From an optimization exercise on the open Yosys and OpenROAD flow, aimed at small area; shortcuts taken in it are not production practice.
In this exercise RTL edits were held to simulation tests only and were not proved equivalent to the original.
Power is estimated from default activity; no workload was simulated.

Setup of run 1:
==> flow/design.v <==
`timescale 1ns/10ps
`default_nettype none
package sm_data_pkg;
    typedef logic [32-1:0] word_t;
    typedef logic [$clog2(32+1)-1:0] shcnt_t;
    typedef logic [5-1:0] pc_t;
endpackage
`default_nettype wire
`timescale 1ns/10ps
`default_nettype none
package sm_isa_pkg;
    typedef enum logic [15-13:0] {
        OP_JMP       = 3'd0,
        OP_WAIT      = 3'd1,
        OP_IN        = 3'd2,
        OP_OUT       = 3'd3,
        OP_PUSH_PULL = 3'd4,
        OP_MOV       = 3'd5,
        OP_IRQ       = 3'd6,
        OP_SET       = 3'd7
    } opcode_e;
    typedef enum logic [7-5:0] {
        COND_ALWAYS        = 3'd0,
        COND_X_ZERO        = 3'd1,
        COND_X_DEC         = 3'd2,
        COND_Y_ZERO        = 3'd3,
        COND_Y_DEC         = 3'd4,
        COND_X_NE_Y        = 3'd5,
        COND_PIN           = 3'd6,
        COND_OSR_NOT_EMPTY = 3'd7
    } jmp_cond_e;
    typedef enum logic [7-5:0] {
        MOV_PINS = 3'd0,
        MOV_X    = 3'd1,
        MOV_Y    = 3'd2,
        MOV_NULL = 3'd3,
        MOV_EXEC = 3'd4,
        MOV_PC   = 3'd5,
        MOV_ISR  = 3'd6,
        MOV_OSR  = 3'd7
    } mov_opnd_e;
    typedef enum logic [7-5:0] {
        OUT_X    = 3'd1,
        OUT_Y    = 3'd2,
        OUT_NULL = 3'd3
    } out_dest_e;
    typedef struct packed {
        opcode_e                             op;
        logic [13-7-2:0]   delay;
        logic [7-5:0]    dst;
        logic [4-0:0]  operand;
    } instr_t;
endpackage
`default_nettype wire
`timescale 1ns/10ps
`default_nettype none
module sm_top (
    input  logic               clk,
    input  logic               rst,
    input  sm_isa_pkg::instr_t instruction,
    output sm_data_pkg::pc_t   pc,
    input  logic               shift_dir,
    input  sm_data_pkg::word_t tx_data,
    input  logic               tx_valid,
    output logic               tx_ready,
    output sm_data_pkg::word_t rx_data,
    output logic               rx_valid,
    input  logic               rx_ready
);
    logic [2:0]  op;
    logic [2:0]  dst;
    logic [4:0]  opnd;
    assign op   = instruction[15:13];
    assign dst  = instruction[7:5];
    assign opnd = instruction[4:0];
    logic [31:0] x, y, osr;
    logic        x_valid, y_valid, osr_valid;
    logic [5:0]  cnt;
    logic [31:0] mem [4];
    logic [1:0]  rd_ptr, wr_ptr;
    logic [2:0]  count;
    assign rx_data  = x & {32{x_valid}};
    assign tx_ready = !count[2];
    assign rx_valid = (op == 3'd4) && !dst[2];
    logic fifo_empty;
    assign fifo_empty = (count == 3'd0);
    logic is_jmp, is_out, is_pull, is_mov, is_set;
    assign is_jmp  = (op == 3'd0);
    assign is_out  = (op == 3'd3) && !dst[2] && (dst[1:0] != 2'd0);
    assign is_pull = (op == 3'd4) && dst[2];
    assign is_mov  = (op == 3'd5);
    assign is_set  = (op == 3'd7);
    logic src_ok;
    assign src_ok = (opnd[2:0] == 3'd1) || (opnd[2:0] == 3'd2) ||
                    (opnd[2:0] == 3'd3) || (opnd[2:0] == 3'd7);
    logic bx, by, bo, br;
    always_comb begin
        bx = 1'b0;
        by = 1'b0;
        bo = 1'b0;
        br = 1'b0;
        if (is_jmp) begin
            bx = ((dst == 3'd1) || (dst == 3'd2) || (dst == 3'd5)) && x_valid;
            by = ((dst == 3'd3) || (dst == 3'd4) || (dst == 3'd5)) && y_valid;
        end else if (is_mov) begin
            bx = (opnd[2:0] == 3'd1) && x_valid;
            by = (opnd[2:0] == 3'd2) && y_valid;
            bo = (opnd[2:0] == 3'd7) && osr_valid;
        end else if (is_pull) begin
            bx = x_valid;
        end else if (is_out) begin
            bo = shift_dir && osr_valid;
            br = !shift_dir && osr_valid;
        end
    end
    logic pop, stall, push;
    assign pop   = is_pull && !fifo_empty;
    assign stall = (op == 3'd4) && dst[0] && (dst[2] ? fifo_empty : !rx_ready);
    assign push  = tx_valid && !count[2];
    logic o_b;
    assign o_b = (is_pull && fifo_empty && !dst[0]) || (is_mov && src_ok && dst == 3'd7);
    logic load;
    assign load = pop || o_b;
    logic [4:0] ramt;
    logic [5:0] nfield;
    assign ramt   = is_out ? (shift_dir ? (5'd0 - opnd) : opnd) : 5'd0;
    assign nfield = is_out ? {(opnd == 5'd0) || !osr_valid, opnd} : {load || !osr_valid, 5'd0};
    logic [31:0] b, b0, zlow, rot, lowmask, keep;
    logic        b_zero;
    sm_zpre u_zpre (.en(is_jmp), .b(b0), .zlow(zlow), .zero(b_zero));
    logic [31:0] r1, r2, r3, r4;
    sm_rstage #(.K(1),  .INV(1)) u_r0 (.a(osr), .s(ramt[0]), .y(r1));
    sm_rstage #(.K(2),  .INV(1)) u_r1 (.a(r1),  .s(ramt[1]), .y(r2));
    sm_rstage #(.K(4),  .INV(1)) u_r2 (.a(r2),  .s(ramt[2]), .y(r3));
    sm_rstage #(.K(8),  .INV(1)) u_r3 (.a(r3),  .s(ramt[3]), .y(r4));
    sm_rstage #(.K(16), .INV(0)) u_r4 (.a(r4),  .s(ramt[4]), .y(rot));
    sm_therm u_therm (.n(nfield), .lt(lowmask));
    sm_keep  u_keep  (.lowmask(lowmask), .dir(shift_dir), .keep(keep));
    logic x_ne_y;
    sm_neq u_neq (.a(x), .b(y), .ne(x_ne_y));
    logic [5:0] cnt_sum;
    logic [5:0] cnt_sat;
    assign cnt_sum = {1'b0, cnt[4:0]} + {1'b0, opnd};
    assign cnt_sat = {cnt[5] || cnt_sum[5] || (opnd == 5'd0), cnt_sum[4:0]};
    logic take_jump;
    always_comb begin
        case (dst)
            3'd0: take_jump = 1'b1;
            3'd1: take_jump = b_zero;
            3'd2: take_jump = !b_zero;
            3'd3: take_jump = b_zero;
            3'd4: take_jump = !b_zero;
            3'd5: take_jump = (x_valid && y_valid) ? x_ne_y : !b_zero;
            3'd6: take_jump = 1'b0;
            default: take_jump = !cnt[5];
        endcase
    end
    logic [4:0] pc_next;
    assign pc_next = stall ? pc : ((is_jmp && take_jump) ? opnd : pc + 5'd1);
    logic w_set;
    assign w_set = is_set;
    logic wx, wy;
    assign wx = (is_jmp && dst == 3'd2) || ((is_out || is_set) && dst == 3'd1) ||
                (is_mov && src_ok && dst == 3'd1);
    assign wy = (is_jmp && dst == 3'd4) || ((is_out || is_set) && dst == 3'd2) ||
                (is_mov && src_ok && dst == 3'd2);
    logic [3:0] rsel;
    always_comb begin
        for (int k = 0; k < 4; k++) rsel[k] = pop && (rd_ptr == 2'(k));
    end
    logic [31:0] w, osr_next;
    for (genvar i = 0; i < 32; i++) begin : g_bit
        sm_bsel u_bsel (
            .x(x[i]), .y(y[i]), .osr(osr[i]), .rot(rot[i]),
            .bx(bx), .by(by), .bo(bo), .br(br), .b0(b0[i]), .b(b[i])
        );
        if (i < 5) begin : g_low
            sm_wsel_imm u_wsel (
                .b(b[i]), .zlow(zlow[i]), .lm(lowmask[i]), .imm(opnd[i]),
                .full(!is_out), .w_set(w_set), .w(w[i])
            );
        end else begin : g_high
            sm_wsel u_wsel (
                .b(b[i]), .zlow(zlow[i]), .lm(lowmask[i]), .full(!is_out), .w(w[i])
            );
        end
        sm_omux u_omux (
            .e0(mem[0][i]), .e1(mem[1][i]), .e2(mem[2][i]), .e3(mem[3][i]), .rsel(rsel),
            .b(b[i]), .o_b(o_b), .rot(rot[i]), .keep(keep[i]), .y(osr_next[i])
        );
    end
    always_ff @(posedge clk or posedge rst) begin
        if (rst) begin
            pc  <= '0;
            x_valid   <= 1'b0;
            y_valid   <= 1'b0;
            osr_valid <= 1'b0;
            cnt <= 6'd32;
        end else begin
            pc  <= pc_next;
            if (wx) x_valid <= 1'b1;
            if (wy) y_valid <= 1'b1;
            osr_valid <= 1'b1;
            if (load)        cnt <= 6'd0;
            else if (is_out) cnt <= cnt_sat;
        end
    end
    always_ff @(posedge clk) begin
        osr <= osr_next;
        if (wx) x <= w;
        if (wy) y <= w;
    end
    assign wr_ptr = rd_ptr + count[1:0];
    always_ff @(posedge clk) begin
        if (push) begin
            mem[wr_ptr] <= tx_data;
        end
    end
    always_ff @(posedge clk or posedge rst) begin
        if (rst) begin
            rd_ptr <= '0;
            count  <= '0;
        end else begin
            if (pop)  rd_ptr <= rd_ptr + 2'd1;
            case ({push, pop})
                2'b10:   count <= count + 3'd1;
                2'b01:   count <= count - 3'd1;
                default: count <= count;
            endcase
        end
    end
endmodule
module sm_bsel (
    input  logic x,
    input  logic y,
    input  logic osr,
    input  logic rot,
    input  logic bx,
    input  logic by,
    input  logic bo,
    input  logic br,
    output logic b0,
    output logic b
);
    assign b0 = (bx & x) | (by & y) | (bo & osr);
    assign b  = b0 | (br & rot);
endmodule
module sm_zpre (
    input  logic        en,
    input  logic [31:0] b,
    output logic [31:0] zlow,
    output logic        zero
);
    logic [8:0] gz;
    assign gz[0] = en;
    for (genvar g = 0; g < 8; g++) begin : g_grp
        assign gz[g+1]      = gz[g] & ~|b[4*g+3:4*g];
        assign zlow[4*g]    = gz[g];
        assign zlow[4*g+1]  = gz[g] & ~b[4*g];
        assign zlow[4*g+2]  = gz[g] & ~|b[4*g+1:4*g];
        assign zlow[4*g+3]  = gz[g] & ~|b[4*g+2:4*g];
    end
    assign zero = gz[8];
endmodule
module sm_rstage #(
    parameter int K   = 1,
    parameter int INV = 1
) (
    input  logic [31:0] a,
    input  logic        s,
    output logic [31:0] y
);
    logic [31:0] r;
    assign r = {a[31-K:0], a[31:32-K]};
    for (genvar i = 0; i < 32; i++) begin : g_bit
        assign y[i] = (INV != 0) ^ (s ? r[i] : a[i]);
    end
endmodule
module sm_therm (
    input  logic [5:0]  n,
    output logic [31:0] lt
);
    logic [1:0]  l1;
    logic [3:0]  l2;
    logic [7:0]  l3;
    logic [15:0] l4;
    logic        n54;
    assign l1  = {1'b0, n[0]};
    assign n54 = n[5] | n[4];
    for (genvar j = 0; j < 2; j++) begin : g_l2
        assign l2[j]   = n[1] | l1[j];
        assign l2[j+2] = n[1] & l1[j];
    end
    for (genvar j = 0; j < 4; j++) begin : g_l3
        assign l3[j]   = n[2] | l2[j];
        assign l3[j+4] = n[2] & l2[j];
    end
    for (genvar j = 0; j < 8; j++) begin : g_l4
        assign l4[j]   = n[3] | l3[j];
        assign l4[j+8] = n[3] & l3[j];
    end
    for (genvar j = 0; j < 16; j++) begin : g_l5
        assign lt[j]    = n54 | l4[j];
        assign lt[j+16] = n[5] | (n[4] & l4[j]);
    end
endmodule
module sm_keep (
    input  logic [31:0] lowmask,
    input  logic        dir,
    output logic [31:0] keep
);
    for (genvar i = 0; i < 32; i++) begin : g_bit
        assign keep[i] = ~(dir ? lowmask[31-i] : lowmask[i]);
    end
endmodule
module sm_neq (
    input  logic [31:0] a,
    input  logic [31:0] b,
    output logic        ne
);
    assign ne = (a != b);
endmodule
module sm_wsel (
    input  logic b,
    input  logic zlow,
    input  logic lm,
    input  logic full,
    output logic w
);
    assign w = (b & (lm | full)) ^ zlow;
endmodule
module sm_wsel_imm (
    input  logic b,
    input  logic zlow,
    input  logic lm,
    input  logic full,
    input  logic imm,
    input  logic w_set,
    output logic w
);
    assign w = ((b & (lm | full)) ^ zlow) | (w_set & imm);
endmodule
module sm_omux (
    input  logic       e0,
    input  logic       e1,
    input  logic       e2,
    input  logic       e3,
    input  logic [3:0] rsel,
    input  logic       b,
    input  logic       o_b,
    input  logic       rot,
    input  logic       keep,
    output logic       y
);
    assign y = (rsel[0] & e0) | (rsel[1] & e1) | (rsel[2] & e2) | (rsel[3] & e3) |
               (o_b & b) | (rot & keep);
endmodule
`default_nettype wire
export LEC_CHECK = 0
export CAP_MARGIN = 20
export CORE_MARGIN = 2
export CORE_UTILIZATION = 40
export SLEW_MARGIN = 20
export SYNTH_HIERARCHICAL = 1
create_clock -name core_clock -period 5.0 [get_ports {clk}]
standard.sh (not shown) runs the stock make flow with config.mk's settings and CLKGATE_MAP_FILE= SYNTH_SCRIPT=/design/flow/synth_recipe.tcl, a recipe that flattens the netlist after the stock synthesis.
==> flow/flow/run.sh <==
#!/bin/bash
# The standard layout, with two changes: the port buffers are the
# smallest buffer cell, and clock tree synthesis uses small clock buffers in
# small clusters and adds no dummy loads.
set -euo pipefail
export BUFFER_PORTS_ARGS="-buffer_cell sky130_fd_sc_hd__buf_1"
export CTS_ARGS="-sink_clustering_enable -repair_clock_nets -dont_use_dummy_load -buf_list {sky130_fd_sc_hd__clkbuf_4} -sink_clustering_size 8 -sink_clustering_max_diameter 40"
bash standard.sh > standard.log 2>&1
> inputs changed (run 1 -> run 2)
--- a/flow/design.v
+++ b/flow/design.v
@@ -122,15 +122,15 @@
     logic load;
     assign load = pop || o_b;
     logic [4:0] ramt;
     logic [5:0] nfield;
     assign ramt   = is_out ? (shift_dir ? (5'd0 - opnd) : opnd) : 5'd0;
     assign nfield = is_out ? {(opnd == 5'd0) || !osr_valid, opnd} : {load || !osr_valid, 5'd0};
-    logic [31:0] b, b0, zlow, rot, lowmask, keep;
+    logic [31:0] b, nb0, zlow, rot, lowmask, keep;
     logic        b_zero;
-    sm_zpre u_zpre (.en(is_jmp), .b(b0), .zlow(zlow), .zero(b_zero));
+    sm_zpre u_zpre (.en(is_jmp), .nb(nb0), .zlow(zlow), .zero(b_zero));
     logic [31:0] r1, r2, r3, r4;
     sm_rstage #(.K(1),  .INV(1)) u_r0 (.a(osr), .s(ramt[0]), .y(r1));
     sm_rstage #(.K(2),  .INV(1)) u_r1 (.a(r1),  .s(ramt[1]), .y(r2));
     sm_rstage #(.K(4),  .INV(1)) u_r2 (.a(r2),  .s(ramt[2]), .y(r3));
     sm_rstage #(.K(8),  .INV(1)) u_r3 (.a(r3),  .s(ramt[3]), .y(r4));
     sm_rstage #(.K(16), .INV(0)) u_r4 (.a(r4),  .s(ramt[4]), .y(rot));
@@ -169,13 +169,13 @@
         for (int k = 0; k < 4; k++) rsel[k] = pop && (rd_ptr == 2'(k));
     end
     logic [31:0] w, osr_next;
     for (genvar i = 0; i < 32; i++) begin : g_bit
         sm_bsel u_bsel (
             .x(x[i]), .y(y[i]), .osr(osr[i]), .rot(rot[i]),
-            .bx(bx), .by(by), .bo(bo), .br(br), .b0(b0[i]), .b(b[i])
+            .bx(bx), .by(by), .bo(bo), .br(br), .nb0(nb0[i]), .b(b[i])
         );
         if (i < 5) begin : g_low
             sm_wsel_imm u_wsel (
                 .b(b[i]), .zlow(zlow[i]), .lm(lowmask[i]), .imm(opnd[i]),
                 .full(!is_out), .w_set(w_set), .w(w[i])
             );
@@ -236,24 +236,26 @@
     input  logic osr,
     input  logic rot,
     input  logic bx,
     input  logic by,
     input  logic bo,
     input  logic br,
-    output logic b0,
+    output logic nb0,
     output logic b
 );
-    assign b0 = (bx & x) | (by & y) | (bo & osr);
-    assign b  = b0 | (br & rot);
+    assign nb0 = ~((bx & x) | (by & y) | (bo & osr));
+    assign b   = ~nb0 | (br & rot);
 endmodule
 module sm_zpre (
     input  logic        en,
-    input  logic [31:0] b,
+    input  logic [31:0] nb,
     output logic [31:0] zlow,
     output logic        zero
 );
+    logic [31:0] b;
+    assign b = ~nb;
     logic [8:0] gz;
     assign gz[0] = en;
     for (genvar g = 0; g < 8; g++) begin : g_grp
         assign gz[g+1]      = gz[g] & ~|b[4*g+3:4*g];
         assign zlow[4*g]    = gz[g];
         assign zlow[4*g+1]  = gz[g] & ~b[4*g];
Notes after the runs:
No run among run 1 and run 2 stopped early or left any final violation; all are clean. On total routing resource utilization after global routing: between run 1 and run 2, it ends up higher for run 1. Run 2 falls short of run 1 in final critical path time including I/O delays and setup. When the final numbers for run 1 and run 2 were put side by side, the switching power turned out to be greater in run 1. Summary of run 2 over run 1: final area fell 0.49%; sequential share of layout area increased by 0.22 points relative to the old numbers; number of non-clock inverters in the layout fell by about 40%; XOR/XNOR share of the synthesized area shows no meaningful change. Relative to run 1, setup slack decreased by 0.21 ns in run 2. The number of distinct library cells after synthesis of run 2 falls short of that of run 1 by 3. Relative to run 1, the data arrival time of the critical path of run 2 is higher by 0.21 ns. Timing-limited maximum frequency in run 2 vs run 1: down about 5%. STATUS final wirelength: run 2 wins against run 1. Run 1 fits on a die that is larger than the die of run 2. Path class of the lowest-slack min-delay path: register to register -> run 2, primary input to asynchronous set/reset pin -> run 1.

==> what the ideal ports hide <==
The flow's constraints put no driver on any port. The routed layouts listed below were extracted and timed again, unchanged, in two steps.
Step 1 assumes that a clkbuf_16 drives the clock port and a buf_2 every other input.
Step 2 adds t to the input delays and takes it off the output delays; t is the mean of the earliest and latest rising clock arrival at the registers after step 1. Input paths then give back, and output paths get back, about the clock's delay inside the block.
Slacks: ideal / step 1 / step 2; pairs: ideal / step 1.
run | t (ns) | slack for setup (ns) | clock arrival spread, ns | worst data-port slew with drivers (ns)
run 1 | 0.684 | 0.793 / 0.809 / 0.125 | 0.060 / 0.060 | 0.05
run 2 | 0.711 | 0.578 / 0.606 / -0.105 | 0.087 / 0.087 | 0.05
Met with ideal ports but missed after step 2: setup timing in run 2. For run 2, which loses most, drivers alone change the setup slack by +0.028 ns; drivers and shift together by -0.683 ns.
